From an optimization exercise on the open Yosys and OpenROAD flow, aimed at small area, a short achievable clock period and few clock cycles; shortcuts taken in it are not production practice.
Only simulation tests tie the RTL to the original design; equivalence was not proved.

## flow/config.mk

```make
export PLATFORM = sky130hd
export DESIGN_NAME = pe_top
export DESIGN_NICKNAME = pe_top
export VERILOG_FILES = /design/flow/design.v
export SDC_FILE = /design/flow/constraint.sdc
export NUM_CORES = 4
export LEC_CHECK = 0
export CAP_MARGIN = 20
export CORE_MARGIN = 2
export CORE_UTILIZATION = 40
export SLEW_MARGIN = 20
```

## flow/constraint.sdc

```tcl
create_clock -name core_clock -period 7.0 [get_ports {CLK}]
set_input_delay 1.4000 -clock core_clock [delete_from_list [all_inputs] [get_ports {CLK}]]
set_output_delay 1.4000 -clock core_clock [all_outputs]
set_load 0.01 [all_outputs]
```

## flow/design.v

```verilog
package pe_pkg;
  typedef logic signed [8-1:0]  opnd_t;     
  typedef logic signed [16-1:0]  prod_t;     
  typedef logic signed [32-1:0]   acc_t;      
  typedef logic signed [19-1:0]   pe_out_t;   
  typedef logic        [5-1:0] shift_t;    
  typedef struct packed {
    opnd_t   a;           
    opnd_t   b;           
    pe_out_t d;           
    logic    propagate;   
    shift_t  shift;       
  } pe_req_t;
  typedef struct packed {
    prod_t   prod_s;      
    prod_t   prod_c;      
    pe_out_t d;           
    logic    propagate;
    shift_t  shift;       
  } prod_beat_t;
  typedef struct packed {
    acc_t    drain_s;     
    acc_t    drain_c;     
    shift_t  shift;       
  } drain_beat_t;
endpackage
`timescale 1ns/10ps
module booth_mult_stage
(
  input  logic       CLK,
  input  logic       rst_n,
  input  logic       in_valid,       
  output logic       in_ready,       
  input  pe_pkg::pe_req_t    in_req,
  output logic       out_valid,      
  input  logic       out_ready,
  output pe_pkg::prod_beat_t out_beat
);
  localparam int MW  = 8 + 1;   
  localparam int NPP = 8 / 2;   
  logic [8:0] b_ext;            
  logic [NPP-1:0][2:0]    trip;         
  logic [NPP-1:0][MW-1:0] mult;         
  logic [NPP-1:0][MW-1:0] row;          
  logic [NPP-1:0][16-1:0] pp;       
  pe_pkg::prod_t               neg_vec;          
  pe_pkg::prod_t               s1;
  pe_pkg::prod_t               c1;
  pe_pkg::prod_t               s2;
  pe_pkg::prod_t               c2;
  pe_pkg::prod_t               s3;               
  pe_pkg::prod_t               c3;               
  logic                in_fire;
  always_comb begin
    b_ext   = {in_req.b, 1'b0};
    neg_vec = '0;
    for (int i = 0; i < NPP; i++) begin
      trip[i] = b_ext[2*i +: 3];
      case (trip[i])
        3'b001, 3'b010, 3'b101, 3'b110: mult[i] = {in_req.a[8-1], in_req.a};   
        3'b011, 3'b100:                 mult[i] = {in_req.a, 1'b0};                     
        default:                        mult[i] = '0;
      endcase
      row[i]        = trip[i][2] ? ~mult[i] : mult[i];   
      pp[i]         = {{(16 - MW){row[i][MW-1]}}, row[i]} << (2 * i);
      neg_vec[2*i]  = trip[i][2];                        
    end
    s1 = pp[0] ^ pp[1] ^ neg_vec;
    c1 = ((pp[0] & pp[1]) | (pp[0] & neg_vec) | (pp[1] & neg_vec)) << 1;
    s2 = s1 ^ c1 ^ pp[2];
    c2 = ((s1 & c1) | (s1 & pp[2]) | (c1 & pp[2])) << 1;
    s3 = s2 ^ c2 ^ pp[3];
    c3 = ((s2 & c2) | (s2 & pp[3]) | (c2 & pp[3])) << 1;
  end
  assign in_ready = !out_valid || out_ready;
  assign in_fire  = in_valid && in_ready;
  always_ff @(posedge CLK or negedge rst_n) begin
    if (!rst_n) begin
      out_valid <= 1'b0;
    end else if (in_ready) begin
      out_valid <= in_valid;            
    end
  end
  always_ff @(posedge CLK) begin
    if (in_fire) begin
      out_beat.prod_s    <= s3;
      out_beat.prod_c    <= c3;
      out_beat.d         <= in_req.d;
      out_beat.propagate <= in_req.propagate;
      out_beat.shift     <= in_req.shift;
    end
  end
endmodule
`timescale 1ns/10ps
module csa_accum_stage
(
  input  logic        CLK,
  input  logic        rst_n,
  input  logic        in_valid,
  output logic        in_ready,
  input  pe_pkg::prod_beat_t  in_beat,
  output logic        out_valid,      
  input  logic        out_ready,
  output pe_pkg::drain_beat_t out_beat
);
  localparam int PEXT = 32 - 16;   
  localparam int DEXT = 32 - 19;    
  pe_pkg::acc_t  buf1_s;           
  pe_pkg::acc_t  buf1_c;
  pe_pkg::acc_t  buf2_s;           
  pe_pkg::acc_t  buf2_c;
  logic  last_prop;        
  logic  in_fire;
  logic  flip;             
  pe_pkg::acc_t  d_ext;
  pe_pkg::acc_t  p_s_ext;
  pe_pkg::acc_t  p_c_ext;
  pe_pkg::acc_t  src_s;            
  pe_pkg::acc_t  src_c;
  pe_pkg::acc_t  r1_s;             
  pe_pkg::acc_t  r1_c;
  pe_pkg::acc_t  r2_s;             
  pe_pkg::acc_t  r2_c;
  always_comb begin
    flip    = in_beat.propagate != last_prop;
    d_ext   = {{DEXT{in_beat.d[19-1]}}, in_beat.d};
    p_s_ext = {{PEXT{in_beat.prod_s[16-1]}}, in_beat.prod_s};
    p_c_ext = {{PEXT{in_beat.prod_c[16-1]}}, in_beat.prod_c};
    src_s   = in_beat.propagate ? buf2_s : buf1_s;
    src_c   = in_beat.propagate ? buf2_c : buf1_c;
    r1_s    = src_s ^ src_c ^ p_s_ext;
    r1_c    = ((src_s & src_c) | (src_s & p_s_ext) | (src_c & p_s_ext)) << 1;
    r2_s    = r1_s ^ r1_c ^ p_c_ext;
    r2_c    = ((r1_s & r1_c) | (r1_s & p_c_ext) | (r1_c & p_c_ext)) << 1;
  end
  assign in_ready = !out_valid || out_ready;
  assign in_fire  = in_valid && in_ready;
  always_ff @(posedge CLK or negedge rst_n) begin
    if (!rst_n) begin
      buf1_s    <= '0;
      buf1_c    <= '0;
      buf2_s    <= '0;
      buf2_c    <= '0;
      last_prop <= 1'b0;
      out_valid <= 1'b0;
    end else begin
      if (in_ready) begin
        out_valid <= in_valid;
      end
      if (in_fire) begin
        if (in_beat.propagate) begin
          buf1_s <= d_ext;               
          buf1_c <= '0;
          buf2_s <= r2_s;
          buf2_c <= r2_c;
        end else begin
          buf2_s <= d_ext;
          buf2_c <= '0;
          buf1_s <= r2_s;
          buf1_c <= r2_c;
        end
        last_prop <= in_beat.propagate;
      end
    end
  end
  always_ff @(posedge CLK) begin
    if (in_fire) begin
      out_beat.drain_s <= in_beat.propagate ? buf1_s : buf2_s;   
      out_beat.drain_c <= in_beat.propagate ? buf1_c : buf2_c;
      out_beat.shift   <= flip ? in_beat.shift : '0;
    end
  end
endmodule
`timescale 1ns/10ps
module round_sat_stage
(
  input  logic        CLK,
  input  logic        rst_n,
  input  logic        in_valid,
  output logic        in_ready,
  input  pe_pkg::drain_beat_t in_beat,
  output logic        res_valid,     
  input  logic        res_ready,
  output pe_pkg::pe_out_t     res
);
  localparam pe_pkg::acc_t SAT_MAX = pe_pkg::acc_t'((1 << (19 - 1)) - 1);   
  localparam pe_pkg::acc_t SAT_MIN = pe_pkg::acc_t'(-(1 << (19 - 1)));      
  pe_pkg::acc_t    total;        
  pe_pkg::acc_t    shifted;      
  pe_pkg::acc_t    low_mask;     
  pe_pkg::acc_t    rounded;
  logic    half_bit;
  logic    sticky;       
  logic    round_up;
  pe_pkg::pe_out_t sat_val;
  logic    in_fire;
  always_comb begin
    total   = in_beat.drain_s + in_beat.drain_c;
    shifted = total >>> in_beat.shift;
    if (in_beat.shift != '0) begin
      low_mask = (pe_pkg::acc_t'(1) << (in_beat.shift - 1'b1)) - pe_pkg::acc_t'(1);
      half_bit = total[in_beat.shift - 1'b1];
      sticky   = |(total & low_mask);
      round_up = half_bit && (sticky || shifted[0]);   
    end else begin
      low_mask = '0;
      half_bit = 1'b0;
      sticky   = 1'b0;
      round_up = 1'b0;
    end
    rounded = shifted + pe_pkg::acc_t'(round_up);
    if (rounded > SAT_MAX) begin
      sat_val = SAT_MAX[19-1:0];
    end else if (rounded < SAT_MIN) begin
      sat_val = SAT_MIN[19-1:0];
    end else begin
      sat_val = rounded[19-1:0];
    end
  end
  assign in_ready = !res_valid || res_ready;
  assign in_fire  = in_valid && in_ready;
  always_ff @(posedge CLK or negedge rst_n) begin
    if (!rst_n) begin
      res_valid <= 1'b0;
    end else if (in_ready) begin
      res_valid <= in_valid;
    end
  end
  always_ff @(posedge CLK) begin
    if (in_fire) begin
      res <= sat_val;
    end
  end
endmodule
`timescale 1ns/10ps
module pe_top
(
  input  logic    CLK,
  input  logic    rst_n,
  input  logic    req_valid,      
  output logic    req_ready,      
  input  pe_pkg::opnd_t   req_a,          
  input  pe_pkg::opnd_t   req_b,          
  input  pe_pkg::pe_out_t req_d,          
  input  logic    req_propagate,  
  input  pe_pkg::shift_t  req_shift,      
  output logic    res_valid,      
  input  logic    res_ready,
  output pe_pkg::pe_out_t res
);
  logic        prod_valid;      
  logic        prod_ready;
  pe_pkg::prod_beat_t  prod_beat;
  logic        drain_valid;     
  logic        drain_ready;
  pe_pkg::drain_beat_t drain_beat;
  pe_pkg::pe_req_t     req;             
  assign req.a         = req_a;
  assign req.b         = req_b;
  assign req.d         = req_d;
  assign req.propagate = req_propagate;
  assign req.shift     = req_shift;
  booth_mult_stage mult_i (
    .CLK       (CLK),
    .rst_n     (rst_n),
    .in_valid  (req_valid),
    .in_ready  (req_ready),
    .in_req    (req),
    .out_valid (prod_valid),
    .out_ready (prod_ready),
    .out_beat  (prod_beat)
  );
  csa_accum_stage accum_i (
    .CLK       (CLK),
    .rst_n     (rst_n),
    .in_valid  (prod_valid),
    .in_ready  (prod_ready),
    .in_beat   (prod_beat),
    .out_valid (drain_valid),
    .out_ready (drain_ready),
    .out_beat  (drain_beat)
  );
  round_sat_stage round_i (
    .CLK       (CLK),
    .rst_n     (rst_n),
    .in_valid  (drain_valid),
    .in_ready  (drain_ready),
    .in_beat   (drain_beat),
    .res_valid (res_valid),
    .res_ready (res_ready),
    .res       (res)
  );
endmodule
```

## flow/run.sh

```bash
#!/bin/bash
# synth_recipe.tcl (not shown) runs the flow's synth.tcl, then flattens the netlist and writes it again
# the make line also repeats each setting of config.mk as NAME=value (left out here)
make -C /OpenROAD-flow-scripts/flow DESIGN_CONFIG=/design/flow/config.mk WORK_HOME=/design/flow/orfs CLKGATE_MAP_FILE= SYNTH_SCRIPT=/design/flow/synth_recipe.tcl finish
```

==> results.yml, run 1 <==
outcome:
  status: "finished clean"
worst_setup_path:
  critPathLaunchType: "flop"
  crit_type: "reg -> reg"
  cp.arrival_ps: 7000
  cp-end-kind: "flop"
  cp.required_ps: 7320
  crit_path_max_fanout: 18
routing:
  vias: 18270
  drtIter0Drc: 1263
  postRouteWirelength_mm: 61.92
  routedWlPerCell_um: 20.17
  ant_nets: 0
  viasPerCell: 5.951
  drc: 0
  drt-pass1-iter-count: 5
die:
  ios: 66
  fp-row-count: 85
  die_y_um: 238.1
  core-area_sq_um: 54030
  start_util_pct: 40.58
  fp.dieW_um: 238.1
  dieArea_sq_um: 56700
placed_design:
  dp_hpwl_mm: 45.67
  portBuffers: 65
  gp_congestion: 0.9783
  pre_cts_slack_ps: 133.6
  dp_cells: 3014
clocking:
  cts.sinks: 266
  cts_buffers: 30
  clock_latency_ps: 590
  cts_tree: "done"
  cts_buffer_depth: 3
  htree_levels: 1
  root_buffer: "clkbuf_16"
  clkSlewWorstSetupHoldPaths_ps: 60
  post_cts_buffers: 0
final_layout:
  antenna_cells: 0
  finalNonFillerCells: 3070
  area_growth_pct: 11.01
  final_cell_mix: "291 x nand2_1, 142 x nor2_1, 138 x edfxtp_1"
  mostFrequentLayoutCell: "nand2_1"
  fillCellCount: 5152
  final_nets: 2525
  final_layout_size_suffix_gt1_share_pct: 15.08
yosys:
  syn-instance-count: 2347
  ys.warnings.count: 3
  seq_area_frac_synth_pct: 33.51
  avgSynthCellArea_sq_um: 9.342
  synth-seq-cells: 266
  synth.net_count: 2522
  synth_cell_types: 112
  ys.flop_type: "edfxtp_1"
  synth_area_sq_um: 21920
  async_reset_ff_share_pct: 48.12
  synth-edff-count: 138
grt:
  grt_pass1_wl_mm: 98.37
  grtUsageTotal_pct: 21.50
  antenna_found_initial: 1
  grt_pass1_vias: 17933
  grt_max_degree: 163
  grt_overflow: 0
sta:
  period_minus_slack_ps: 6682
  worstMarginPinSlew_ps: 964.2
  relSlewSlack_pct: 34.90
  rsz0062_at_grt: "false"
  fin_crit_sh_pct: 95.45
  holdWs_ps: 493.0
  clock_skew_ps: 19.42
  fmax_mhz: 149.7
  hold_viol_final: 0
  setup_tns_ps: 0
  slew_violations: 0
  setup_viol_count_final: 0
  worst_slack_ps: 318.2
worst_hold_path:
  worstHoldPathType: "reg -> reg"
run:
  drv_cap: 0
[flip-flops by register name, summed over array words and instances (netlist names), 19 cells and up]
name / flops
accum_i.buf2_c: 30
accum_i.buf1_s: 32
round_i.res: 19
accum_i.out_beat: 67
accum_i.buf2_s: 32
accum_i.buf1_c: 30
mult_i.out_beat: 52
[logic make-up (layout without fill, tap and decap cells)]
logic type,count (synthesis),count (layout),share of synthesized area [%]
and+or+nand+nor,709,709,15.55
adders and majority gates,149,149,10.85
AOI/OAI and AO/OA,679,679,21.91
muxes,177,177,9.867
buffers and inverters,299,326,5.558
DFF,266,266,33.51
xor gates and xnor gates,68,68,2.751
[critical path, stage by stage, from the launching register on]
cell      delay [ps]
edfxtp_1         360
ha_1             570
a21oi_1          230
o21a_1           270
o21ai_0          470
or3b_2           220
mux2_2           310
nand2_1          240
mux4_2           520
mux4_2           460
a21oi_1          200
o31a_1           180
ha_1             170
ha_1             200
nor2b_1          180
nand4b_1         210
or4_1            520
o211ai_1         180
o211ai_1         200
o41ai_4          380
buf_6            240
o21ai_1          110
[cell type report]
type | count | area, sq um | area share [%]
Multi-Input combinational cell | 1782 | 13440 | 55.21
Sequential cell | 266 | 7347 | 30.19
Timing Repair Buffer | 130 | 1152 | 4.735
Tap cell | 696 | 870.8 | 3.578
Clock buffer | 42 | 855.8 | 3.516
Inverter | 140 | 528.0 | 2.169
Clock inverter | 14 | 146.4 | 0.6014
[worst paths after layout]
path	start	to	slack [ps]	cells past startpoint
worst max-delay path	accum_i.out_beat[19]	round_i.res[1]	320	21
worst min-delay path	accum_i.buf2_c[18]	accum_i.buf2_c[18]	490	2
worst max register to register	accum_i.out_beat[19]	round_i.res[1]	320	21
worst min register to register	accum_i.buf2_c[18]	accum_i.buf2_c[18]	490	2
max in group asynchronous	rst_n	mult_i.out_valid	4650	2
min in group asynchronous	rst_n	accum_i.buf1_c[18]	950	1
[timing repair]
action	CTS	global route
resized for setup	0	12
setup endpoints to repair	0	18
hold buffers	0	0
[through the flow]
stage	util [%]	area, sq um
2_1_floorplan	-	21950
3_3_place_gp	43.10	23290
3_5_place_dp	43.10	23290
4_1_cts	44.96	24290
5_1_grt	45.05	24340
6_report	45.05	24340
[cell usage after synthesis, types with 10 or more instances]
| library cell | count | share of area, % |
|---|---|---|
| fa_1 | 75 | 6.8 |
| ha_1 | 55 | 3.1 |
| nand3_1 | 45 | 1.0 |
| nor3_1 | 43 | 0.98 |
| clkbuf_1 | 100 | 1.7 |
| maj3_1 | 19 | 0.87 |
| mux2_2 | 133 | 6.8 |
| inv_1 | 135 | 2.3 |
| mux2i_1 | 26 | 1.2 |
| o31ai_1 | 61 | 2.1 |
| a211oi_1 | 32 | 1.1 |
| nor2b_1 | 31 | 0.88 |
| dfrtp_1 | 128 | 15 |
| nand4_1 | 21 | 0.60 |
| a221o_1 | 10 | 0.46 |
| o221ai_1 | 10 | 0.40 |
| nor2_1 | 142 | 2.4 |
| a21oi_1 | 137 | 3.1 |
| a31oi_1 | 15 | 0.43 |
| a221oi_1 | 14 | 0.56 |
| o22ai_1 | 24 | 0.68 |
| a211o_1 | 10 | 0.40 |
| o21ai_1 | 19 | 0.43 |
| nor4_1 | 10 | 0.29 |
| edfxtp_1 | 138 | 19 |
| buf_2 | 22 | 0.50 |
| or2_2 | 11 | 0.31 |
| mux4_2 | 18 | 1.8 |
| and2_1 | 19 | 0.54 |
| xnor2_1 | 45 | 1.8 |
| nand2b_1 | 24 | 0.68 |
| or3_1 | 15 | 0.43 |
| o311a_1 | 13 | 0.59 |
| nand2_1 | 292 | 5.0 |
| o21a_1 | 22 | 0.75 |
| o21ai_0 | 120 | 2.7 |
| buf_1 | 25 | 0.43 |
| and3_1 | 11 | 0.31 |
| o211ai_1 | 34 | 1.2 |
| o21ai_2 | 10 | 0.40 |
| a21o_1 | 16 | 0.55 |
| a2111oi_0 | 10 | 0.40 |
| xor2_1 | 22 | 0.88 |
[metal layers]
metal	vias to the layer above	wire length [um]	part of all wire, %	track usage [%]
met5	-	13	0.021	0
met4	2	1680	2.7	6.629
met3	120	3263	5.3	2.649
met2	543	29350	47	36.13
met1	8937	27610	45	29.00
li1	8668	-	-	-
Testbench counts, summed over its fixed seeds: cycles 12,024.
==> run 2, diff against run 1 <==
==> flow/design.v (replaced) <==
package pe_pkg;
  typedef logic signed [8-1:0]  opnd_t;     
  typedef logic signed [16-1:0]  prod_t;     
  typedef logic signed [32-1:0]   acc_t;      
  typedef logic signed [19-1:0]   pe_out_t;   
  typedef logic        [5-1:0] shift_t;    
  typedef struct packed {
    opnd_t   a;           
    opnd_t   b;           
    pe_out_t d;           
    logic    propagate;   
    shift_t  shift;       
  } pe_req_t;
  typedef struct packed {
    prod_t   prod_s;      
    prod_t   prod_c;      
    pe_out_t d;           
    logic    propagate;
    shift_t  shift;       
  } prod_beat_t;
  typedef struct packed {
    acc_t    drain_s;     
    acc_t    drain_c;     
    shift_t  shift;       
  } drain_beat_t;
endpackage
`timescale 1ns/10ps
module pe_top
(
  input  logic    CLK,
  input  logic    rst_n,
  input  logic    req_valid,
  output logic    req_ready,
  input  pe_pkg::opnd_t   req_a,
  input  pe_pkg::opnd_t   req_b,
  input  pe_pkg::pe_out_t req_d,
  input  logic    req_propagate,
  input  pe_pkg::shift_t  req_shift,
  output logic    res_valid,
  input  logic    res_ready,
  output pe_pkg::pe_out_t res
);
  logic                   v0;
  logic signed [7:0]      a0, b0;
  logic [18:0]            d0;
  logic                   f0;       
  logic [4:0]             s0;
  logic                   last_prop;
  logic signed [31:0]     acc;
  logic signed [18:0]     pre;
  logic                   adv;
  logic signed [15:0]     prod;
  logic signed [31:0]     base;
  assign prod = a0 * b0;
  assign base = f0 ? {{13{pre[18]}}, pre} : acc;
  assign adv       = v0 && (!res_valid || res_ready);
  assign req_ready = !v0 || !res_valid || res_ready;
  always_ff @(posedge CLK or negedge rst_n) begin
    if (!rst_n) begin
      v0        <= 1'b0;
      last_prop <= 1'b0;
    end else if (req_ready) begin
      v0 <= req_valid;
      if (req_valid) last_prop <= req_propagate;
    end
  end
  always_ff @(posedge CLK) begin
    if (req_ready) begin
      a0 <= req_a;
      b0 <= req_b;
      d0 <= req_d;
      f0 <= req_propagate ^ last_prop;
      s0 <= req_shift;
    end
  end
  logic signed [31:0] q;
  logic               half, sticky, rnd, hi_ok;
  logic [19:0]        inc;
  logic [18:0]        rs;
  always_comb begin
    q      = acc >>> s0;
    half   = (s0 != 5'd0) && acc[s0 - 5'd1];
    sticky = (s0 > 5'd1) && |(acc & ((32'd1 << (s0 - 5'd1)) - 32'd1));
    rnd    = half && (sticky || q[0]);
    hi_ok  = (q[31:18] == {14{q[31]}});
    inc    = {q[18], q[18:0]} + 20'(rnd);
    if (!hi_ok)
      rs = q[31] ? 19'h40000 : 19'h3ffff;
    else if (inc[19] != inc[18])
      rs = 19'h3ffff;
    else
      rs = inc[18:0];
  end
  always_ff @(posedge CLK or negedge rst_n) begin
    if (!rst_n) begin
      acc       <= '0;
      pre       <= '0;
      res_valid <= 1'b0;
    end else begin
      if (!res_valid || res_ready) res_valid <= v0;
      if (adv) begin
        acc <= base + prod;
        pre <= d0;
      end
    end
  end
  always_ff @(posedge CLK) begin
    if (adv) res <= f0 ? rs : pre;
  end
endmodule
==> run 2 against run 1 <==
Clock-buffer cell count decreased by 25; synthesized area is 35% lower; routed wire length down 36%; maximum frequency is 3.7% higher; first-iteration DRC count fell by 31%; via count is 38% lower; utilization up 0.089 points; critical path depth unchanged; sequential share of layout area is 10 points lower; global-route usage barely moved; clock skew is 11 ps lower.
==> results.yml, run 2 <==
outcome:
  status: "finished clean"
clocking:
  post_cts_buffers: 0
  clock_latency_ps: 430
  cts_buffer_depth: 2
  hold_buffers: 0
  clkSlewWorstSetupHoldPaths_ps: 60
  cts.sinks: 114
  cts_resized: 0
  root_buffer: "clkbuf_16"
  cts_buffers: 17
  htree_levels: 4
  cts_tree: "done"
placed_design:
  dp_cells: 1943
  portBuffers: 65
  gp_congestion: 0.9311
  dpl_cell_area_sq_um: 15380
  pre_cts_slack_ps: 618.8
  dp_hpwl_mm: 30.81
routing:
  ant_nets: 0
  viasPerCell: 5.740
  postRouteWirelength_mm: 39.70
  routedWlPerCell_um: 20.10
  wl_met2_mm: 18.41
  vias: 11337
  drt-pass1-iter-count: 7
  met1_length_mm: 17.94
  drtIter0Drc: 871
  met3_length_mm: 2.381
  dr.max_layer_used: "met4"
  drc: 0
final_layout:
  largest_reg_flops: 32
  finalNonFillerCells: 1975
  final_cell_mix: "188 x inv_1, 139 x nand2_1, 136 x fa_1"
  mostFrequentLayoutCell: "inv_1"
  final_layout_size_suffix_gt1_share_pct: 11.96
  multi_input_area_sq_um: 10030
  final_nets: 1761
  seqCellArea_sq_um: 3153
  area_growth_pct: 11.40
  antenna_cells: 0
  fin_area_sq_um: 15980
  fillCellCount: 3391
  largest_register: "acc"
  final_core_util_pct: 45.14
yosys:
  async_reset_ff_share_pct: 47.37
  ys.warnings.count: 1
  synth_area_sq_um: 14340
  synth-seq-cells: 114
  synth_common_cells: "188 x inv_1, 140 x nand2_1, 136 x fa_1"
  synth.net_count: 1736
  synth_cell_types: 82
  yosys-top-cells-area: "fa_1 19%, edfxtp_1 13%, dfrtp_1 9.4%"
  syn-instance-count: 1476
  avgSynthCellArea_sq_um: 9.717
  yosysTopAreaCell: "fa_1"
  synth_top_area_share_pct: 18.98
  seq_area_frac_synth_pct: 21.98
  synth-edff-count: 60
  yosysMostFrequentCell: "inv_1"
  ys.flop_type: "edfxtp_1"
sta:
  slew_violations: 0
  fin_crit_sh_pct: 92.01
  worstMarginPinSlew_ps: 945.3
  hold_viol_final: 0
  setup_viol_count_final: 0
  clock_skew_ps: 8.722
  period_minus_slack_ps: 6441
  relSlewSlack_pct: 36.53
  worst_slack_ps: 559.1
  rsz0062_at_grt: "false"
  fmax_mhz: 155.3
  setup_tns_ps: 0
worst_hold_path:
  hold_end: "pre[4]"
  hold_start: "d0[4]"
  min_path_cells: 2
  worstHoldPathType: "reg -> reg"
grt:
  grt_pass1_vias: 11139
  grtUsageTotal_pct: 21.53
  grt_overflow: 0
  grt_max_degree: 72
  grt_pass1_wl_mm: 63.49
  antenna_found_initial: 0
worst_setup_path:
  crit_path_max_fanout: 16
  reg2reg_to: "acc[31]"
  cp-end-kind: "flop"
  timing.rr.start: "f0"
  cp.arrival_ps: 6720
  rrSetupSlack_ps: 560
  cp.required_ps: 7280
  critPathLaunchType: "flop"
  r2r_cells: 21
  crit_type: "reg -> reg"
die:
  dieArea_sq_um: 37390
  fp.dieW_um: 193.4
  core-area_sq_um: 35400
  fp-row-count: 69
  start_util_pct: 40.52
  ios: 66
  die_y_um: 193.4
run:
  drv_cap: 0
==> run 2: how the worst max path moves through the flow <==
stage,from,to,slack (ps),depth (start not counted)
3_5_place_dp,f0,acc[31],620,21
3_3_place_gp,f0,acc[30],780,22
5_1_grt,f0,acc[31],60,19
2_1_floorplan,b0[0],acc[31],510,21
4_1_cts,f0,acc[31],630,21
6_report,f0,acc[31],560,21
==> run 2: per-layer routing <==
| metal | vias to the layer above | track usage, % |
|---|---|---|
| met1 | 5603 | 31.24 |
| met3 | 58 | 2.702 |
| met2 | 454 | 33.73 |
| li1 | 5222 | - |
| met5 | - | 0 |
| met4 | 0 | 6.418 |
==> run 2: area by class of cell <==
class                      instances  share of cell area (%)
multi-input combinational       1081                   62.79
timing repair buffer              99                   5.717
sequential                       114                   19.73
inverter                         188                   4.417
clock buffer                      17                   2.662
clock inverter                    15                   1.073
tap                              461                   3.610
==> run 2: logic make-up after synthesis <==
group / Yosys count / share of synthesized area, %
AND/OR/NAND/NOR: 347 / 12.10
AO/OA/AOI/OAI: 302 / 13.90
buffers and inverters: 281 / 8.139
adder cells (fa/ha/maj): 215 / 25.87
multiplexers: 155 / 14.22
flip-flops: 114 / 21.98
XOR/XNOR: 62 / 3.786
==> run 2: worst max-delay path, cell delays in order (launching register included) <==
cell and delay (ps):
edfxtp_1 640, buf_4 300, inv_1 470, a21oi_1 190, fa_1 560, inv_1 50, fa_1 500, inv_1 60
fa_1 520, inv_1 50, fa_1 430, ha_1 290, ha_1 400, nand3_1 120, or3_1 380, a31o_2 270
o31ai_1 390, o31ai_1 170, a21oi_1 150, a21oi_1 100, xnor2_1 130, o21ai_0 90
==> run 2: stage by stage <==
| step | hold slack, ps |
|---|---|
| 5_1_grt | 487.1 |
| 4_1_cts | 466.7 |
| 3_3_place_gp | 449.0 |
| 3_5_place_dp | 457.2 |
| 6_report | 462.4 |
| 2_1_floorplan | 426.0 |
Testbench counts of run 2, summed over its fixed seeds: cycles 12,016.

afterwards: timing with drivers on the ports:
The results above use ideal ports. As a check the final layouts listed here were re-extracted and re-timed, cells and wires unchanged.
Step 1 sets driving cells, clkbuf_16 on the clock port and buf_2 on the other inputs (assumed; they add their load-dependent delay and slew).
Step 2 adds t to the input delays and takes it off the output delays; t is the mean of the earliest and latest rising clock arrival at the registers after step 1. Input paths then give back, and output paths get back, about the clock's delay inside the block.
a / b / c = ideal / step 1 / step 2; a / b = the first two.
run | t (ns) | setup WS [ns] | clock arrival spread, ns
run 1 | 0.638 | 0.318 / 0.318 / 0.318 | 0.020 / 0.020
run 2 | 0.479 | 0.559 / 0.559 / 0.559 | 0.010 / 0.009
After both steps every run listed still meets setup and hold.
